This is an optimization exercise on Yosys and OpenROAD, whose aim is small area and few clock cycles, not a production implementation. At most, simulation tests tie the RTL to the original design; equivalence was not proved. Power and IR drop assume default switching activity.

## task_injector
module task_injector #(
    parameter ti_pkg::flit_t MAPPER_ADDRESS = 32'h0000_0000,
    parameter int            MAX_PAYLOAD    = 32
) (
    input  logic          clk_i,
    input  logic          rst_ni,
    input  logic          src_rx_i,
    input  ti_pkg::flit_t src_data_i,
    output logic          src_credit_o,
    output logic          noc_tx_o,
    output ti_pkg::flit_t noc_data_o,
    input  logic          noc_credit_i,
    input  logic          noc_rx_i,
    input  ti_pkg::flit_t noc_data_i,
    output logic          noc_credit_o
);
    localparam int          W     = ti_pkg::FLIT_W;
    localparam ti_pkg::flit_t K44 = ti_pkg::flit_t'(4 * (ti_pkg::HEADER_SIZE - 2));
    localparam logic [3:0] CODE = 4'd13;
    localparam logic [3:0] IDLE = 4'd15;
    localparam logic [1:0] PH_NONE = 2'd0;    
    localparam logic [1:0] PH_TEXT = 2'd1;    
    localparam logic [1:0] PH_SUM  = 2'd2;    
    logic [3:0]      st_q;
    logic [1:0]      ph_q;
    ti_pkg::flit_t   acc_q;
  ...
For scale: about 720 cells after synthesis, ~94 flip-flops, ~100 I/O pins, roughly 5900 µm² of cells after synthesis.
==> module task_injector, before the edit <==
module task_injector #(
    parameter ti_pkg::flit_t MAPPER_ADDRESS = 32'h0000_0000,
    parameter int            MAX_PAYLOAD    = 32
) (
    input  logic          clk_i,
    input  logic          rst_ni,
    input  logic          src_rx_i,
    input  ti_pkg::flit_t src_data_i,
    output logic          src_credit_o,
    output logic          noc_tx_o,
    output ti_pkg::flit_t noc_data_o,
    input  logic          noc_credit_i,
    input  logic          noc_rx_i,
    input  ti_pkg::flit_t noc_data_i,
    output logic          noc_credit_o
);
    localparam int          W     = ti_pkg::FLIT_W;
    localparam ti_pkg::flit_t K44 = ti_pkg::flit_t'(4 * (ti_pkg::HEADER_SIZE - 2));
    localparam logic [3:0] CODE = 4'd13;
    localparam logic [3:0] IDLE = 4'd15;
    localparam logic [1:0] PH_NONE = 2'd0;    
    localparam logic [1:0] PH_TEXT = 2'd1;    
    localparam logic [1:0] PH_SUM  = 2'd2;    
    logic [3:0]      st_q;
    logic [1:0]      ph_q;
    ti_pkg::flit_t   acc_q;
    logic [4:0]      task_q, ntask_q;
    ti_pkg::app_id_t app_id;
    logic            tgt_valid, tgt_take, last_task, src_xfer, tx_xfer, code_end;
    logic            in_h01, ld_text, add_data, wrap;
    ti_pkg::flit_t   aop, dop, sum;
    assign in_h01    = st_q == 4'd0 || st_q == 4'd1;
    assign ld_text   = in_h01 && ph_q == PH_NONE;
    assign add_data  = in_h01 && ph_q == PH_TEXT && src_rx_i;
    assign last_task = task_q + 5'd1 == ntask_q;
    assign tgt_take  = st_q == 4'd0 && noc_credit_i;
    assign src_xfer  = src_rx_i && src_credit_o;
    assign tx_xfer   = noc_tx_o && noc_credit_i;
    assign code_end  = (st_q == 4'd12 && acc_q[W-1:2] == '0)
                       || (st_q == CODE && acc_q[W-1:2] == 30'd1);
    logic add_src, sub_src, sub_43, sub_4, set_44;
    assign set_44  = in_h01 && ph_q == PH_NONE && src_rx_i;
    assign add_src = (in_h01 && ph_q != PH_SUM && src_rx_i)
                     || (st_q == 4'd10 && src_rx_i && noc_credit_i);
    assign sub_src = st_q == 4'd2 && noc_credit_i;
    assign sub_43  = st_q == 4'd3 && noc_credit_i;
    assign sub_4   = st_q == CODE && src_rx_i && noc_credit_i;
    assign aop = set_44 ? K44 : acc_q;
    assign dop = ({W{add_src}} & src_data_i) | ({W{sub_src}} & ~src_data_i)
               | (sub_43 ? -(K44 - 32'd1) : '0) | (sub_4 ? -32'd4 : '0);
    always_comb begin
        ti_pkg::flit_t g, p;
        g = aop & dop;
        p = aop ^ dop;
        for (int l = 0; l < 5; l++)
            for (int i = 0; i < W; i++)
                if ((i >> l) & 1) begin
                    g[i] = g[i] | (p[i] & g[((i >> l) << l) - 1]);
                    p[i] = p[i] & p[((i >> l) << l) - 1];
                end
        sum = (aop ^ dop) ^ {g[W-2:0], 1'b0};
    end
    assign wrap = !(|acc_q[W-1:6]) && (!acc_q[5] || (!acc_q[4] && !(acc_q[3] && acc_q[2])));
    noc_receiver u_receiver (
        .clk_i, .rst_ni, .noc_rx_i, .noc_data_i,
        .tgt_take_i  (tgt_take),
        .tgt_last_i  (last_task),
        .noc_credit_o,
        .tgt_valid_o (tgt_valid),
        .app_id_o    (app_id)
    );
    logic s_noc, s_len, s_acc, s_src;
    assign s_noc = st_q == 4'd0;
    assign s_len = st_q == 4'd1;
    assign s_acc = st_q == 4'd10;
    assign s_src = st_q == 4'd9 || st_q >= 4'd11;
    assign noc_data_o = ({W{s_noc}} & noc_data_i)
                      | ({W{s_len}} & {1'b0, wrap, acc_q[W-1:2]})
                      | ({W{s_acc}} & acc_q)
                      | ({W{s_src}} & src_data_i)
                      | ((st_q == 4'd2) ? ti_pkg::TASK_ALLOCATION : '0)
                      | ((st_q == 4'd3) ? {16'h0000, app_id, 3'b000, task_q} : '0)
                      | ((st_q == 4'd4) ? MAPPER_ADDRESS : '0);
    always_comb begin
        noc_tx_o     = 1'b0;
        src_credit_o = 1'b0;
        case (st_q)
            4'd0: begin
                noc_tx_o     = tgt_valid;
                src_credit_o = ph_q == PH_NONE;
            end
            4'd1: begin
                noc_tx_o     = ph_q == PH_SUM;
                src_credit_o = ph_q == PH_NONE;
            end
            4'd2, 4'd3, 4'd4, 4'd5, 4'd6, 4'd7, 4'd8: noc_tx_o = 1'b1;
            4'd9: noc_tx_o = src_rx_i;
            4'd10, 4'd11, 4'd12, CODE: begin
                noc_tx_o     = src_rx_i;
                src_credit_o = noc_credit_i;
            end
            default: src_credit_o = 1'b1;     
        endcase
    end
    always_ff @(posedge clk_i or negedge rst_ni) begin
        if (!rst_ni) begin
            st_q <= IDLE;
        end else if (st_q == IDLE) begin
            if (src_rx_i)
                st_q <= 4'd0;
        end else if (tx_xfer) begin
            if (code_end)
                st_q <= last_task ? IDLE : 4'd0;
            else if (st_q != CODE)
                st_q <= st_q + 4'd1;
        end
    end
    always_ff @(posedge clk_i) begin
        if (st_q == IDLE) begin
            ntask_q <= src_data_i[4:0];
            task_q  <= '0;
            ph_q    <= PH_NONE;
        end else if (tx_xfer && code_end) begin
            task_q  <= task_q + 5'd1;
            ph_q    <= PH_NONE;
        end else if (src_xfer && ld_text) begin
            ph_q    <= PH_TEXT;
        end else if (add_data) begin
            ph_q    <= PH_SUM;
        end
        acc_q <= sum;
    end
endmodule
Settings: LEC_CHECK=0, CAP_MARGIN=20, CORE_MARGIN=2, CORE_UTILIZATION=40, CTS_BUF_LIST=sky130_fd_sc_hd__clkbuf_8, SLEW_MARGIN=20, BUFFER_PORTS_ARGS=-buffer_cell sky130_fd_sc_hd__buf_1; clock period 6.5 ns.
standard.sh (not shown) runs the stock make flow with config.mk's settings and CLKGATE_MAP_FILE= SYNTH_SCRIPT=/design/flow/synth_recipe.tcl, a recipe that flattens the netlist after the stock synthesis.
==> flow/flow/run.sh <==
#!/bin/bash
# The standard layout (standard.sh) with two changes:
#  - synthesis maps the logic with the area-oriented ABC script in flow/abc_map.script
#    (the flip-flops are mapped before ABC runs, as in the standard synthesis);
#  - the port buffers that global placement puts on every input and output are buf_1.
set -euo pipefail
work=$PWD
mkdir -p scripts
for f in "$FLOW_HOME"/scripts/*; do
    ln -s "$f" scripts/
done
rm scripts/abc_speed.script
cp flow/abc_map.script scripts/abc_speed.script
echo "export BUFFER_PORTS_ARGS = -buffer_cell sky130_fd_sc_hd__buf_1" >> config.mk
bash standard.sh SCRIPTS_DIR="$work/scripts" synth > synth.log 2>&1
bash standard.sh > standard.log 2>&1
==> flow/flow/abc_map.script <==
strash
dc2
&get -n
&dch -f
&nf
&put
Rerun with:
--- a/flow/design.v
+++ b/flow/design.v
@@ -88,12 +88,13 @@
     localparam ti_pkg::flit_t K44 = ti_pkg::flit_t'(4 * (ti_pkg::HEADER_SIZE - 2));
     localparam logic [3:0] CODE = 4'd13;
     localparam logic [3:0] IDLE = 4'd15;
     localparam logic [1:0] PH_NONE = 2'd0;    
     localparam logic [1:0] PH_TEXT = 2'd1;    
     localparam logic [1:0] PH_SUM  = 2'd2;    
+    localparam logic [1:0] PH_REST = 2'd3;    
     logic [3:0]      st_q;
     logic [1:0]      ph_q;
     ti_pkg::flit_t   acc_q;
     logic [4:0]      task_q, ntask_q;
     ti_pkg::app_id_t app_id;
     logic            tgt_valid, tgt_take, last_task, src_xfer, tx_xfer, code_end;
@@ -105,33 +106,34 @@
     assign last_task = task_q + 5'd1 == ntask_q;
     assign tgt_take  = st_q == 4'd0 && noc_credit_i;
     assign src_xfer  = src_rx_i && src_credit_o;
     assign tx_xfer   = noc_tx_o && noc_credit_i;
     assign code_end  = (st_q == 4'd12 && acc_q[W-1:2] == '0)
                        || (st_q == CODE && acc_q[W-1:2] == 30'd1);
-    logic add_src, sub_src, sub_43, sub_4, set_44;
-    assign set_44  = in_h01 && ph_q == PH_NONE && src_rx_i;
-    assign add_src = (in_h01 && ph_q != PH_SUM && src_rx_i)
-                     || (st_q == 4'd10 && src_rx_i && noc_credit_i);
-    assign sub_src = st_q == 4'd2 && noc_credit_i;
-    assign sub_43  = st_q == 4'd3 && noc_credit_i;
-    assign sub_4   = st_q == CODE && src_rx_i && noc_credit_i;
-    assign aop = set_44 ? K44 : acc_q;
+    logic add_src, sub_src, sub_43, set_44, in_code, cin;
+    assign set_44  = ld_text;
+    assign add_src = ld_text || add_data || (st_q == 4'd10 && src_rx_i && noc_credit_i);
+    assign sub_src = !in_h01 && ph_q == PH_SUM;
+    assign sub_43  = ph_q == PH_REST;
+    assign in_code = st_q == CODE;
+    assign cin     = in_code && !(src_rx_i && noc_credit_i);
+    assign aop = set_44 ? K44 : {acc_q[W-1:2], acc_q[1:0] | {2{in_code}}};
     assign dop = ({W{add_src}} & src_data_i) | ({W{sub_src}} & ~src_data_i)
-               | (sub_43 ? -(K44 - 32'd1) : '0) | (sub_4 ? -32'd4 : '0);
+               | (sub_43 ? -(K44 - 32'd1) : '0) | (in_code ? -32'd4 : '0);
     always_comb begin
         ti_pkg::flit_t g, p;
         g = aop & dop;
         p = aop ^ dop;
+        g[0] = g[0] | (p[0] & cin);
         for (int l = 0; l < 5; l++)
             for (int i = 0; i < W; i++)
                 if ((i >> l) & 1) begin
                     g[i] = g[i] | (p[i] & g[((i >> l) << l) - 1]);
                     p[i] = p[i] & p[((i >> l) << l) - 1];
                 end
-        sum = (aop ^ dop) ^ {g[W-2:0], 1'b0};
+        sum = (aop ^ dop) ^ {g[W-2:0], cin};
     end
     assign wrap = !(|acc_q[W-1:6]) && (!acc_q[5] || (!acc_q[4] && !(acc_q[3] && acc_q[2])));
     noc_receiver u_receiver (
         .clk_i, .rst_ni, .noc_rx_i, .noc_data_i,
         .tgt_take_i  (tgt_take),
         .tgt_last_i  (last_task),
@@ -194,10 +196,14 @@
             task_q  <= task_q + 5'd1;
             ph_q    <= PH_NONE;
         end else if (src_xfer && ld_text) begin
             ph_q    <= PH_TEXT;
         end else if (add_data) begin
             ph_q    <= PH_SUM;
+        end else if (sub_src) begin
+            ph_q    <= PH_REST;
+        end else if (sub_43) begin
+            ph_q    <= PH_NONE;
         end
         acc_q <= sum;
     end
 endmodule
What happened: The new run completed with no timing, DRC or antenna violations; sequential power is about the same; total power grows by 12%; cell area went down by 0.85%; critical path depth is higher by 2; synthesized area is about the same; setup slack gets worse by 0.0063 ns; wire length decreases by 0.68%; utilization goes down by 0.41 points; count of clock-buffer cells in the layout does not change; synthesized cell count shrinks by 1.5%; fmax stays flat; register-to-register slack degrades by 0.096 ns; hold slack is about the same; sequential cell count stays the same.
Testbench counts after the change, summed over its fixed seeds: cycles 39,247.
No functional check of the RTL was part of the first run of this note.

what the ideal ports hide:
The flow's constraints put no driver on any port. The routed layouts listed below were extracted and timed again, unchanged, in two steps.
Step 1, drivers: a clkbuf_16 drives clk_i and a buf_2 each remaining input, both assumed.
Step 2 moves the port delays by t, midway between the first and last clock arrival at a register: inputs arrive t later, outputs are due t later. That takes back most of the time a late clock gives input paths.
Three values: ideal, step 1, step 2; two values: the first two.
run | shift t [ns] | setup slack, ns | cell pins on the clock port's net
the first run | 0.424 | 0.320 / 0.329 / -0.095 | 1
the second run | 0.419 | 0.314 / 0.314 / 0.133 | 1
With both steps, setup timing fails in the first run, where it was met with ideal ports. The setup slack of the first run, which loses most, moves by +0.009 ns with the drivers and by -0.415 ns with both steps.
